What follows belongs to an exercise in optimizing a design on an open flow for a short achievable clock period and few clock cycles per item; a production flow would make more cautious choices. The RTL was checked by simulation tests, not by an equivalence proof against the original design. No activity file was given, so power comes from the tool's default toggle rates.

==> v30: inputs <==
// modbus_rtu_register_slave
module modbus_rtu_register_slave #(
    parameter int FRAME_BYTES = 64,
    parameter int REG_COUNT   = 16
) (
    input  logic        i_clk,
    input  logic        i_rst_n,
    input  logic        i_cfg_wr_en,
    input  logic [7:0]  i_cfg_wr_data,
    input  logic        i_valid,
    output logic        o_ready,
    input  logic [1:0]  i_func,
    input  logic [7:0]  i_rx_byte,
    input  logic        i_frame_end,
    input  logic [3:0]  i_host_index,
    input  logic [15:0] i_host_value,
    output logic        o_valid,
    input  logic        i_ready,
    output logic        o_kind,
    output logic [7:0]  o_tx_byte,
    output logic        o_last,
    output logic [15:0] o_read_value
);
    localparam int LW = $clog2(FRAME_BYTES + 1);
    localparam int QD = mbrs_pkg::QDEPTH;
    localparam int NS = mbrs_pkg::SHADOWS;
    logic [7:0] r_sid;
    always_ff @(posedge i_clk) begin
        if (!i_rst_n) begin
            r_sid <= mbrs_pkg::SID_RESET;
        end else if (i_cfg_wr_en) begin
            r_sid <= i_cfg_wr_data;
        end
    end
    logic        r_ready;
    logic        a_vld;
    logic [1:0]  a_func;
    logic [7:0]  a_byte;
    logic        a_end;
    logic [3:0]  a_idx;
    logic [15:0] a_val;
    assign a_vld  = i_rst_n && i_valid && r_ready;
    assign a_func = i_func;
    assign a_byte = i_rx_byte;
    assign a_end  = i_frame_end;
    assign a_idx  = i_host_index;
    assign a_val  = i_host_value;
    logic [LW-1:0]  f_len;
    logic [15:0]    f_crc;
    logic [7:0]     f_hdr [mbrs_pkg::HDR_BYTES];
    logic           f_aok;
    logic           f_wr;
    logic           f_dat;
    logic           f_hi;
    logic [REG_COUNT-1:0] f_woh;
    logic [NS-1:0]  f_sel;
    logic [NS-1:0][1:0] f_pen;
    logic [15:0]    f_sh [NS][REG_COUNT];
    logic          w_rx;
    logic          w_store;
    logic [15:0]   w_crc_nx;
    assign w_rx      = a_vld && (a_func == mbrs_pkg::OP_RX_BYTE);
    assign w_store   = w_rx && (f_len != LW'(FRAME_BYTES));
    mbrs_crc u_rx_crc (
        .i_crc  (f_crc),
        .i_data (a_byte),
        .o_crc  (w_crc_nx)
    );
    always_ff @(posedge i_clk) begin
        if (!i_rst_n) begin
            f_len <= '0;
            f_crc <= mbrs_pkg::CRC_INIT;
        end else if (w_rx && a_end) begin
  ...
make LEC_CHECK=0 ABC_CLOCK_PERIOD_IN_PS=2500 CAP_MARGIN=20 CORE_MARGIN=2 CORE_UTILIZATION=50 CTS_CLUSTER_DIAMETER=100 CTS_CLUSTER_SIZE=25 SETUP_SLACK_MARGIN=3.2 SLEW_MARGIN=20 TNS_END_PERCENT=100 finish   # period 5.5 ns
run.sh (not shown) runs the stock make flow with config.mk's settings and CLKGATE_MAP_FILE= SYNTH_SCRIPT=/design/flow/synth_recipe.tcl, a recipe that flattens the netlist after the stock synthesis.
==> v12 (differences from v30) <==
--- a/flow/design.v
+++ b/flow/design.v
@@ -220,66 +220,69 @@
     assign w_bad_cnt = h_cnt_zero || h_cnt_big || h_sum_big;
     assign w_code    = (!h_read && !h_write) ? mbrs_pkg::EXC_ILLEGAL_FUNC
                      : h_bad_start         ? mbrs_pkg::EXC_ILLEGAL_ADDR
                      : w_bad_cnt           ? mbrs_pkg::EXC_ILLEGAL_VALUE
                      : 8'h00;
     logic       fl_bcast;
-    logic       fl_write;
     logic       fl_commit;
-    logic       fl_wlen_ok;
     logic       fl_rd;
     logic       fl_exc;
     logic [1:0] fl_code;
     logic [3:0] fl_s;
     logic [4:0] fl_c;
     logic [4:0] fl_e;
     logic [7:0] fl_fn;
     always_ff @(posedge i_clk) begin
         fl_bcast   <= h_bcast;
-        fl_write   <= h_write;
         fl_commit  <= h_write && (w_code == 8'h00);
-        fl_wlen_ok <= (f_hdr[4] == 8'h00) && (f_hdr[5][7] == 1'b0)
-                      && (f_hdr[6] == {f_hdr[5][6:0], 1'b0});
         fl_rd      <= h_read && (w_code == 8'h00);
         fl_exc     <= (w_code != 8'h00);
         fl_code    <= w_code[1:0];
         fl_s       <= h_s;
         fl_c       <= h_c5;
         fl_e       <= {1'b0, h_s} + h_c5;
         fl_fn      <= h_fn;
     end
     logic        c_frame;
     logic        c_hrd;
     logic        c_hwr;
-    logic        c_ok;
-    logic        c_wlen;
+    logic        c_cmt;
+    logic        c_fpush;
+    logic        w_ok;
+    logic        w_wlen;
+    logic        w_cacc;
     logic [3:0]  c_idx;
     logic [15:0] c_val;
+    assign w_ok   = w_store && (f_len >= LW'(mbrs_pkg::MIN_FRAME - 1))
+                    && (f_len != LW'(FRAME_BYTES - 1))
+                    && (f_crc[15:8] == 8'h00) && (a_byte == f_crc[7:0]);
+    assign w_wlen = (9'(f_hdr[6]) + 9'(mbrs_pkg::WR_OVERHEAD - 1)) == 9'(f_len);
+    assign w_cacc = w_rx && a_end && w_ok && f_aok
+                    && (!h_write || ((f_hdr[4] == 8'h00) && (f_hdr[5][7] == 1'b0)
+                                     && (f_hdr[6] == {f_hdr[5][6:0], 1'b0}) && w_wlen));
     always_ff @(posedge i_clk) begin
         if (!i_rst_n) begin
             c_frame <= 1'b0;
             c_hrd   <= 1'b0;
             c_hwr   <= 1'b0;
+            c_cmt   <= 1'b0;
+            c_fpush <= 1'b0;
         end else begin
             c_frame <= w_rx && a_end;
             c_hrd   <= a_vld && (a_func == mbrs_pkg::OP_HOST_RD);
             c_hwr   <= a_vld && (a_func == mbrs_pkg::OP_HOST_WR);
+            c_cmt   <= w_cacc && h_write && (w_code == 8'h00);
+            c_fpush <= w_cacc && ((h_write && (w_code == 8'h00)) || !h_bcast);
         end
-        c_ok   <= w_store && (f_len >= LW'(mbrs_pkg::MIN_FRAME - 1))
-                  && (f_len != LW'(FRAME_BYTES - 1))
-                  && (f_crc[15:8] == 8'h00) && (a_byte == f_crc[7:0]);
-        c_wlen <= (9'(f_hdr[6]) + 9'(mbrs_pkg::WR_OVERHEAD - 1)) == 9'(f_len);
         c_idx  <= a_idx;
         c_val  <= a_val;
     end
-    logic w_acc;
     logic w_commit;
     logic w_push;
-    assign w_acc    = c_frame && c_ok && f_aok && (!fl_write || (fl_wlen_ok && c_wlen));
-    assign w_commit = w_acc && fl_commit;
-    assign w_push   = (w_acc && (fl_commit || !fl_bcast)) || c_hrd || c_hwr;
+    assign w_commit = c_cmt;
+    assign w_push   = c_fpush || c_hrd || c_hwr;
     logic [NS-1:0] r_lock;
     logic [NS-1:0] w_unlock;
     assign w_sel_nx = !i_rst_n ? NS'(1) : w_commit ? {f_sel[NS-2:0], f_sel[NS-1]} : f_sel;
     always_ff @(posedge i_clk) begin
         f_sel <= w_sel_nx;
         if (!i_rst_n) begin
@@ -457,47 +460,41 @@
     logic            e_busy;
     logic            e_host;
     logic [5:0][7:0] e_h;
     logic [2:0]      e_hn;
     logic [5:0]      e_n;
     logic            e_last;
+    logic            e_end;   
     logic [REG_COUNT-1:0] e_p;
     logic [REG_COUNT-1:0] e_pn;
     logic            e_lo;
     logic [15:0]     e_w;
     logic [15:0]     e_wp;
-    logic            e_first;
     logic [15:0]     e_w2;
     logic        b_vld;
     logic        b_host;
     logic        b_last;
     logic [7:0]  b_byte;
     logic [15:0] b_val;
-    logic [1:0]  b_ph;
+    logic [2:0]  b_ph;       
     logic [15:0] b_crc;
     logic [15:0] w_bcrc_nx;
     logic        s_vld;
     logic        w_go;
     logic        w_btak;
     logic        w_take;
     logic        w_fast;
-    logic        w_inj;
-    logic        w_idle;
     logic        w_fin;
     logic [7:0]  w_b1;
     assign w_go   = !s_vld;
-    assign w_btak = !b_vld || (w_go && (b_ph == 2'd0));
+    assign w_btak = !b_vld || (w_go && b_ph[0]);
     assign w_take = e_busy && w_btak;
-    assign w_idle = !b_vld && (b_ph == 2'd0) && !s_vld;
-    assign w_inj  = w_exec && h_ev.emit && !e_busy && w_idle;
-    assign w_fast = w_exec && h_ev.emit && !e_busy && w_btak && !w_idle;
-    assign w_fin  = w_take && (e_host || e_last);
+    assign w_fast = w_exec && h_ev.emit && !e_busy && w_btak;
+    assign w_fin  = w_take && e_end;
     assign w_free = !e_busy || w_fin;
-    logic [15:0] w_wsrc;
-    assign w_wsrc = e_first ? e_wp : e_w;
-    assign w_b1   = (e_hn != 3'd0) ? e_h[0] : (e_lo ? w_wsrc[7:0] : w_wsrc[15:8]);
+    assign w_b1   = (e_hn != 3'd0) ? e_h[0] : (e_lo ? e_w[7:0] : e_w[15:8]);
     logic [15:0] w_rd_p;
     logic [15:0] w_rd_pn;
     always_comb begin
         w_rd_p  = '0;
         w_rd_pn = '0;
         for (int i = 0; i < REG_COUNT; i++) begin
@@ -528,86 +525,77 @@
                 : 6'(mbrs_pkg::ECHO_BYTES);
     end
     always_ff @(posedge i_clk) begin
         e_wp <= w_rd_p;
         e_w2 <= w_rd_pn;
         if (w_free) begin
-            if (w_inj) begin
-                e_h  <= {16'h0000, w_lh[5:2]};
-                e_hn <= w_lhn - 3'd2;
-                e_n  <= w_ln - 6'd2;
-            end else if (w_fast) begin
+            if (w_fast) begin
                 e_h  <= {8'h00, w_lh[5:1]};
                 e_hn <= w_lhn - 3'd1;
                 e_n  <= w_ln - 6'd1;
             end else begin
                 e_h  <= w_lh;
                 e_hn <= w_lhn;
                 e_n  <= w_ln;
             end
             e_host <= h_ev.hrd;
-            e_last <= w_inj && (w_ln == 6'(mbrs_pkg::EXC_BYTES));
+            e_last <= 1'b0;
+            e_end  <= h_ev.hrd;
             for (int i = 0; i < REG_COUNT; i++) begin
                 e_p[i]  <= (h_ev.s == 4'(i));
                 e_pn[i] <= (h_ev.s == 4'((i + REG_COUNT - 1) % REG_COUNT));
             end
-            e_lo    <= 1'b0;
-            e_first <= 1'b1;
+            e_lo   <= 1'b0;
         end else begin
+            if (e_hn != 3'd0) begin
+                e_w <= e_wp;
+            end
             if (w_take) begin
                 e_n    <= e_n - 6'd1;
                 e_last <= (e_n == 6'd2);
+                e_end  <= e_host || (e_n == 6'd2);
                 if (e_hn != 3'd0) begin
                     e_h  <= {8'h00, e_h[5:1]};
                     e_hn <= e_hn - 3'd1;
                 end else begin
                     e_lo <= !e_lo;
                     if (e_lo) begin
-                        e_p     <= e_pn;
-                        e_pn    <= {e_pn[REG_COUNT-2:0], e_pn[REG_COUNT-1]};
-                        e_w     <= e_w2;
-                        e_first <= 1'b0;
+                        e_p  <= e_pn;
+                        e_pn <= {e_pn[REG_COUNT-2:0], e_pn[REG_COUNT-1]};
+                        e_w  <= e_w2;
                     end
                 end
             end
         end
     end
     mbrs_crc u_tx_crc (
         .i_crc  (b_crc),
         .i_data (b_byte),
         .o_crc  (w_bcrc_nx)
     );
-    logic [15:0] w_icrc;
-    mbrs_crc u_inj_crc (
-        .i_crc  (mbrs_pkg::CRC_INIT),
-        .i_data (h_ev.a),
-        .o_crc  (w_icrc)
-    );
     always_ff @(posedge i_clk) begin
         if (!i_rst_n) begin
             b_vld <= 1'b0;
-            b_ph  <= 2'd0;
+            b_ph  <= 3'b001;
             b_crc <= mbrs_pkg::CRC_INIT;
         end else begin
-            if (w_take || w_fast || w_inj) begin
+            if (w_take || w_fast) begin
                 b_vld <= 1'b1;
-            end else if (w_go && (b_ph == 2'd0)) begin
+            end else if (w_go && b_ph[0]) begin
                 b_vld <= 1'b0;
             end
-            if (w_inj) begin
-                b_crc <= w_icrc;
-            end else if (w_go) begin
-                if (b_ph == 2'd1) begin
-                    b_ph <= 2'd2;
-                end else if (b_ph == 2'd2) begin
-                    b_ph  <= 2'd0;
+            if (w_go) begin
+                if (b_ph[1]) begin
+                    b_ph <= 3'b100;
+                end else if (b_ph[2]) begin
+                    b_ph  <= 3'b001;
                     b_crc <= mbrs_pkg::CRC_INIT;
                 end else if (b_vld && !b_host) begin
                     b_crc <= w_bcrc_nx;
                     if (b_last) begin
-                        b_ph <= 2'd1;
+                        b_ph <= 3'b010;
                     end
                 end
             end
         end
     end
     always_ff @(posedge i_clk) begin
@@ -617,31 +605,27 @@
             b_last <= e_last && !e_host;
             b_val  <= w_rd_p;
         end else if (w_fast) begin
             b_byte <= h_ev.a;
             b_host <= 1'b0;
             b_last <= 1'b0;
-        end else if (w_inj) begin
-            b_byte <= w_lh[1];
-            b_host <= 1'b0;
-            b_last <= (w_ln == 6'd2);
         end
     end
     logic        w_vld;
     logic        w_kind;
     logic [7:0]  w_tx;
     logic        w_last;
     logic [15:0] w_val;
     always_comb begin
-        w_vld  = w_go && ((b_ph != 2'd0) || b_vld);
+        w_vld  = w_go && (!b_ph[0] || b_vld);
         w_kind = 1'b0;
         w_last = 1'b0;
         w_val  = 16'h0000;
-        if (b_ph == 2'd1) begin
+        if (b_ph[1]) begin
             w_tx = b_crc[7:0];
-        end else if (b_ph == 2'd2) begin
+        end else if (b_ph[2]) begin
             w_tx   = b_crc[15:8];
             w_last = 1'b1;
         end else if (b_host) begin
             w_tx   = 8'h00;
             w_kind = 1'b1;
             w_last = 1'b1;
@@ -654,35 +638,33 @@
     logic        m_wp;
     logic        m_rp;
     logic [1:0]  m_cnt;
     logic        r_ovalid;
     logic [25:0] r_oword;
     logic [25:0] w_word;
-    logic        w_push_o;
     logic        w_pop;
     logic [1:0]  w_mcnt_nx;
-    assign w_word    = w_inj ? {1'b0, h_ev.a, 1'b0, 16'h0000} : {w_kind, w_tx, w_last, w_val};
-    assign w_push_o  = w_vld || w_inj;
+    assign w_word    = {w_kind, w_tx, w_last, w_val};
     assign w_pop     = r_ovalid && i_ready;
-    assign w_mcnt_nx = m_cnt + 2'(w_push_o) - 2'(w_pop);
+    assign w_mcnt_nx = m_cnt + 2'(w_vld) - 2'(w_pop);
     assign s_vld     = m_cnt[1];
     always_ff @(posedge i_clk) begin
         if (!i_rst_n) begin
             m_cnt    <= 2'd0;
             m_wp     <= 1'b0;
             m_rp     <= 1'b0;
             r_ovalid <= 1'b0;
         end else begin
             m_cnt    <= w_mcnt_nx;
-            m_wp     <= m_wp ^ w_push_o;
+            m_wp     <= m_wp ^ w_vld;
             m_rp     <= m_rp ^ w_pop;
             r_ovalid <= (w_mcnt_nx != 2'd0);
         end
     end
     always_ff @(posedge i_clk) begin
-        if (w_push_o) begin
+        if (w_vld) begin
             m_q[m_wp] <= w_word;
         end
         if ((m_cnt == 2'd0) || ((m_cnt == 2'd1) && w_pop)) begin
             r_oword <= w_word;
         end else begin
             r_oword <= m_q[m_rp ^ w_pop];
--- a/flow/config.mk
+++ b/flow/config.mk
@@ -8,9 +8,9 @@
 export ABC_CLOCK_PERIOD_IN_PS = 2500
 export CAP_MARGIN = 20
 export CORE_MARGIN = 2
 export CORE_UTILIZATION = 50
 export CTS_CLUSTER_DIAMETER = 100
 export CTS_CLUSTER_SIZE = 25
-export SETUP_SLACK_MARGIN = 3.2
+export SETUP_SLACK_MARGIN = 3.4
 export SLEW_MARGIN = 20
 export TNS_END_PERCENT = 100
==> v16 (differences from v30) <==
--- a/flow/design.v
+++ b/flow/design.v
@@ -99,13 +99,13 @@
     logic           f_aok;
     logic           f_wr;
     logic           f_dat;
     logic           f_hi;
     logic [REG_COUNT-1:0] f_woh;
     logic [NS-1:0]  f_sel;
-    logic [NS-1:0][1:0] f_pen;
+    logic [1:0]     f_pen [NS];
     logic [15:0]    f_sh [NS][REG_COUNT];
     logic          w_rx;
     logic          w_store;
     logic [15:0]   w_crc_nx;
     assign w_rx      = a_vld && (a_func == mbrs_pkg::OP_RX_BYTE);
     assign w_store   = w_rx && (f_len != LW'(FRAME_BYTES));
@@ -142,27 +142,19 @@
             for (int i = 0; i < REG_COUNT; i++) begin
                 f_woh[i] <= (a_byte[3:0] == 4'(i));
             end
         end else if (w_store && f_dat && !f_hi) begin
             f_woh <= {f_woh[REG_COUNT-2:0], 1'b0};
         end
-    end
-    logic [7:0]           g_byte;
-    logic [NS-1:0][1:0]   g_pen;
-    logic [REG_COUNT-1:0] g_woh;
-    always_ff @(posedge i_clk) begin
-        g_byte <= a_byte;
-        g_pen  <= f_pen;
-        g_woh  <= f_woh;
         for (int s = 0; s < NS; s++) begin
             for (int i = 0; i < REG_COUNT; i++) begin
-                if (g_pen[s][1] && g_woh[i]) begin
-                    f_sh[s][i][15:8] <= g_byte;
+                if (f_pen[s][1] && f_woh[i]) begin
+                    f_sh[s][i][15:8] <= a_byte;
                 end
-                if (g_pen[s][0] && g_woh[i]) begin
-                    f_sh[s][i][7:0] <= g_byte;
+                if (f_pen[s][0] && f_woh[i]) begin
+                    f_sh[s][i][7:0] <= a_byte;
                 end
             end
         end
     end
     logic          w_dat_nx;
     logic          w_hi_nx;
@@ -402,33 +394,37 @@
             w_fit[u] = w_pot_in ? w_le[u + 1] : w_le[u];
         end
     end
     always_ff @(posedge i_clk) begin
         if (!i_rst_n) begin
             r_ready <= 1'b1;
+        end else if (w_qpush && !w_rpop) begin
+            r_ready <= w_fit[2] && !w_shwait;
+        end else if (w_rpop && !w_qpush) begin
+            r_ready <= w_fit[0] && !w_shwait;
         end else begin
-            r_ready <= (w_push ? w_fit[2] : w_fit[1]) && !w_shwait;
+            r_ready <= w_fit[1] && !w_shwait;
         end
     end
     logic [REG_COUNT-1:0][15:0] r_mem;
     logic [REG_COUNT-1:0][15:0] w_shd;
     logic                       d_cmt;
-    logic [REG_COUNT-1:0]       d_hwr;
+    logic                       d_hwr;
+    logic [3:0]                 d_s;
     logic [REG_COUNT-1:0]       d_mask;
     logic [NS-1:0]              d_sh;
     logic [15:0]                d_val;
     always_ff @(posedge i_clk) begin
         if (!i_rst_n) begin
             d_cmt <= 1'b0;
-            d_hwr <= '0;
+            d_hwr <= 1'b0;
         end else begin
             d_cmt <= w_rpop && r_ev.cmt;
-            for (int i = 0; i < REG_COUNT; i++) begin
-                d_hwr[i] <= w_rpop && r_ev.hwr && (r_ev.s == 4'(i));
-            end
+            d_hwr <= w_rpop && r_ev.hwr;
         end
+        d_s    <= r_ev.s;
         for (int i = 0; i < REG_COUNT; i++) begin
             d_mask[i] <= (4'(i) >= r_ev.s) && (5'(i) < r_ev.e);
         end
         d_sh   <= r_ev.sh;
         d_val  <= {r_ev.a, r_ev.f};
     end
@@ -446,13 +442,13 @@
     always_ff @(posedge i_clk) begin
         for (int i = 0; i < REG_COUNT; i++) begin
             if (!i_rst_n) begin
                 r_mem[i] <= 16'h0000;
             end else if (d_cmt && d_mask[i]) begin
                 r_mem[i] <= w_shd[i];
-            end else if (d_hwr[i]) begin
+            end else if (d_hwr && (d_s == 4'(i))) begin
                 r_mem[i] <= d_val;
             end
         end
     end
     logic            e_busy;
     logic            e_host;
@@ -461,14 +457,12 @@
     logic [5:0]      e_n;
     logic            e_last;
     logic [REG_COUNT-1:0] e_p;
     logic [REG_COUNT-1:0] e_pn;
     logic            e_lo;
     logic [15:0]     e_w;
-    logic [15:0]     e_wp;
-    logic            e_first;
     logic [15:0]     e_w2;
     logic        b_vld;
     logic        b_host;
     logic        b_last;
     logic [7:0]  b_byte;
     logic [15:0] b_val;
@@ -477,27 +471,21 @@
     logic [15:0] w_bcrc_nx;
     logic        s_vld;
     logic        w_go;
     logic        w_btak;
     logic        w_take;
     logic        w_fast;
-    logic        w_inj;
-    logic        w_idle;
     logic        w_fin;
     logic [7:0]  w_b1;
     assign w_go   = !s_vld;
     assign w_btak = !b_vld || (w_go && (b_ph == 2'd0));
     assign w_take = e_busy && w_btak;
-    assign w_idle = !b_vld && (b_ph == 2'd0) && !s_vld;
-    assign w_inj  = w_exec && h_ev.emit && !e_busy && w_idle;
-    assign w_fast = w_exec && h_ev.emit && !e_busy && w_btak && !w_idle;
+    assign w_fast = w_exec && h_ev.emit && !e_busy && w_btak;
     assign w_fin  = w_take && (e_host || e_last);
     assign w_free = !e_busy || w_fin;
-    logic [15:0] w_wsrc;
-    assign w_wsrc = e_first ? e_wp : e_w;
-    assign w_b1   = (e_hn != 3'd0) ? e_h[0] : (e_lo ? w_wsrc[7:0] : w_wsrc[15:8]);
+    assign w_b1   = (e_hn != 3'd0) ? e_h[0] : (e_lo ? e_w[7:0] : e_w[15:8]);
     logic [15:0] w_rd_p;
     logic [15:0] w_rd_pn;
     always_comb begin
         w_rd_p  = '0;
         w_rd_pn = '0;
         for (int i = 0; i < REG_COUNT; i++) begin
@@ -525,80 +513,68 @@
         w_lhn   = (h_ev.exc || h_ev.rd) ? 3'd3 : 3'd6;
         w_ln    = h_ev.exc ? 6'(mbrs_pkg::EXC_BYTES)
                 : h_ev.rd  ? 6'(mbrs_pkg::EXC_BYTES) + {h_ev.c, 1'b0}
                 : 6'(mbrs_pkg::ECHO_BYTES);
     end
     always_ff @(posedge i_clk) begin
-        e_wp <= w_rd_p;
         e_w2 <= w_rd_pn;
         if (w_free) begin
-            if (w_inj) begin
-                e_h  <= {16'h0000, w_lh[5:2]};
-                e_hn <= w_lhn - 3'd2;
-                e_n  <= w_ln - 6'd2;
-            end else if (w_fast) begin
+            if (w_fast) begin
                 e_h  <= {8'h00, w_lh[5:1]};
                 e_hn <= w_lhn - 3'd1;
                 e_n  <= w_ln - 6'd1;
             end else begin
                 e_h  <= w_lh;
                 e_hn <= w_lhn;
                 e_n  <= w_ln;
             end
             e_host <= h_ev.hrd;
-            e_last <= w_inj && (w_ln == 6'(mbrs_pkg::EXC_BYTES));
+            e_last <= 1'b0;
             for (int i = 0; i < REG_COUNT; i++) begin
                 e_p[i]  <= (h_ev.s == 4'(i));
                 e_pn[i] <= (h_ev.s == 4'((i + REG_COUNT - 1) % REG_COUNT));
             end
-            e_lo    <= 1'b0;
-            e_first <= 1'b1;
+            e_lo   <= 1'b0;
         end else begin
+            if (e_hn != 3'd0) begin
+                e_w <= w_rd_p;
+            end
             if (w_take) begin
                 e_n    <= e_n - 6'd1;
                 e_last <= (e_n == 6'd2);
                 if (e_hn != 3'd0) begin
                     e_h  <= {8'h00, e_h[5:1]};
                     e_hn <= e_hn - 3'd1;
                 end else begin
                     e_lo <= !e_lo;
                     if (e_lo) begin
-                        e_p     <= e_pn;
-                        e_pn    <= {e_pn[REG_COUNT-2:0], e_pn[REG_COUNT-1]};
-                        e_w     <= e_w2;
-                        e_first <= 1'b0;
+                        e_p  <= e_pn;
+                        e_pn <= {e_pn[REG_COUNT-2:0], e_pn[REG_COUNT-1]};
+                        e_w  <= e_w2;
                     end
                 end
             end
         end
     end
     mbrs_crc u_tx_crc (
         .i_crc  (b_crc),
         .i_data (b_byte),
         .o_crc  (w_bcrc_nx)
     );
-    logic [15:0] w_icrc;
-    mbrs_crc u_inj_crc (
-        .i_crc  (mbrs_pkg::CRC_INIT),
-        .i_data (h_ev.a),
-        .o_crc  (w_icrc)
-    );
     always_ff @(posedge i_clk) begin
         if (!i_rst_n) begin
             b_vld <= 1'b0;
             b_ph  <= 2'd0;
             b_crc <= mbrs_pkg::CRC_INIT;
         end else begin
-            if (w_take || w_fast || w_inj) begin
+            if (w_take || w_fast) begin
                 b_vld <= 1'b1;
             end else if (w_go && (b_ph == 2'd0)) begin
                 b_vld <= 1'b0;
             end
-            if (w_inj) begin
-                b_crc <= w_icrc;
-            end else if (w_go) begin
+            if (w_go) begin
                 if (b_ph == 2'd1) begin
                     b_ph <= 2'd2;
                 end else if (b_ph == 2'd2) begin
                     b_ph  <= 2'd0;
                     b_crc <= mbrs_pkg::CRC_INIT;
                 end else if (b_vld && !b_host) begin
@@ -617,16 +593,12 @@
             b_last <= e_last && !e_host;
             b_val  <= w_rd_p;
         end else if (w_fast) begin
             b_byte <= h_ev.a;
             b_host <= 1'b0;
             b_last <= 1'b0;
-        end else if (w_inj) begin
-            b_byte <= w_lh[1];
-            b_host <= 1'b0;
-            b_last <= (w_ln == 6'd2);
         end
     end
     logic        w_vld;
     logic        w_kind;
     logic [7:0]  w_tx;
     logic        w_last;
@@ -654,35 +626,33 @@
     logic        m_wp;
     logic        m_rp;
     logic [1:0]  m_cnt;
     logic        r_ovalid;
     logic [25:0] r_oword;
     logic [25:0] w_word;
-    logic        w_push_o;
     logic        w_pop;
     logic [1:0]  w_mcnt_nx;
-    assign w_word    = w_inj ? {1'b0, h_ev.a, 1'b0, 16'h0000} : {w_kind, w_tx, w_last, w_val};
-    assign w_push_o  = w_vld || w_inj;
+    assign w_word    = {w_kind, w_tx, w_last, w_val};
     assign w_pop     = r_ovalid && i_ready;
-    assign w_mcnt_nx = m_cnt + 2'(w_push_o) - 2'(w_pop);
+    assign w_mcnt_nx = m_cnt + 2'(w_vld) - 2'(w_pop);
     assign s_vld     = m_cnt[1];
     always_ff @(posedge i_clk) begin
         if (!i_rst_n) begin
             m_cnt    <= 2'd0;
             m_wp     <= 1'b0;
             m_rp     <= 1'b0;
             r_ovalid <= 1'b0;
         end else begin
             m_cnt    <= w_mcnt_nx;
-            m_wp     <= m_wp ^ w_push_o;
+            m_wp     <= m_wp ^ w_vld;
             m_rp     <= m_rp ^ w_pop;
             r_ovalid <= (w_mcnt_nx != 2'd0);
         end
     end
     always_ff @(posedge i_clk) begin
-        if (w_push_o) begin
+        if (w_vld) begin
             m_q[m_wp] <= w_word;
         end
         if ((m_cnt == 2'd0) || ((m_cnt == 2'd1) && w_pop)) begin
             r_oword <= w_word;
         end else begin
             r_oword <= m_q[m_rp ^ w_pop];
--- a/flow/config.mk
+++ b/flow/config.mk
@@ -8,9 +8,9 @@
 export ABC_CLOCK_PERIOD_IN_PS = 2500
 export CAP_MARGIN = 20
 export CORE_MARGIN = 2
 export CORE_UTILIZATION = 50
 export CTS_CLUSTER_DIAMETER = 100
 export CTS_CLUSTER_SIZE = 25
-export SETUP_SLACK_MARGIN = 3.2
+export SETUP_SLACK_MARGIN = 3.0
 export SLEW_MARGIN = 20
 export TNS_END_PERCENT = 100
==> flow_metrics.py <==
metrics = {
    "outcome": {
        "status": "timing/DRC/antenna clean",
    },
    "synthesis": {
        "post_synth_inst_count": 6124,
    },
    "pwr": {
        "power.ir.vdd_worst_uv": 277,
        "combinationalPower_w": 0.00384,
    },
    "global_routing": {
        "grt.total_usage": 0.298,
    },
    "timing": {
        "worst_slew_pin_slew_ns": 1.21,
    },
    "critical_path": {
        "crit_arrival_ns": 1.30,
        "timing.critical_path.required_ns": 4.40,
    },
    "finish": {
        "fill_cells": 14476,
    },
    "place": {
        "post-dp-hpwl_um": 167000,
    },
}
That was v12.
==> flow_metrics.py <==
metrics = {
    "place": {
        "post-dp-hpwl_um": 169000,
    },
    "finish": {
        "fill_cells": 14309,
    },
    "critical_path": {
        "timing.critical_path.required_ns": 6.06,
    },
    "timing": {
        "worst_slew_pin_slew_ns": 1.14,
    },
    "synthesis": {
        "post_synth_inst_count": 6369,
    },
    "outcome": {
        "status": "timing/DRC/antenna clean",
    },
}
That was v16.
==> flow_metrics.py <==
metrics = {
    "finish": {
        "fill_cells": 14213,
    },
    "critical_path": {
        "crit_arrival_ns": 3.34,
        "timing.critical_path.required_ns": 6.08,
    },
    "outcome": {
        "status": "timing/DRC/antenna clean",
    },
    "drt": {
        "total_wirelength_um": 290000,
    },
    "place": {
        "post-dp-hpwl_um": 171000,
    },
    "global_routing": {
        "grt.total_usage": 0.303,
    },
    "pwr": {
        "power.ir.vdd_worst_uv": 287,
    },
    "synthesis": {
        "post_synth_inst_count": 6232,
    },
    "timing": {
        "setup-tns-final_ns": 0,
        "worst_slew_pin_slew_ns": 1.14,
    },
}
That was v30.
Testbench counts of v30, summed over its fixed seeds: cycles 4,151, items 384.
Testbench counts of v12, summed over its fixed seeds: cycles 4,159, items 384.
Testbench counts of v16, summed over its fixed seeds: cycles 4,159, items 384.

-- re-timing with driven ports --
Ports are ideal in the flow. The routed layouts listed here were re-timed in OpenROAD. Step 1, drivers: a clkbuf_16 drives i_clk and a buf_2 each remaining input, both assumed. Step 2 moves the port delays by t, midway between the first and last clock arrival at a register: inputs arrive t later, outputs are due t later. That takes back most of the time a late clock gives input paths. Slacks: ideal ports / drivers / drivers and shift; pairs: ideal ports / drivers.
| run | t (ns) | setup WS [ns] | worst slew at a driven data input, ns | cell pins on the clock port's net |
|---|---|---|---|---|
| v30 | 0.894 | 2.733 / 2.733 / 2.375 | 0.06 | 1 |
| v12 | 0.879 | 3.101 / 3.019 / 2.546 | 0.07 | 1 |
| v16 | 0.881 | 2.982 / 2.980 / 2.264 | 0.06 | 1 |
After both steps every run listed still meets setup and hold. The setup slack of v16, which loses most, moves by -0.002 ns with the drivers and by -0.718 ns with both steps.
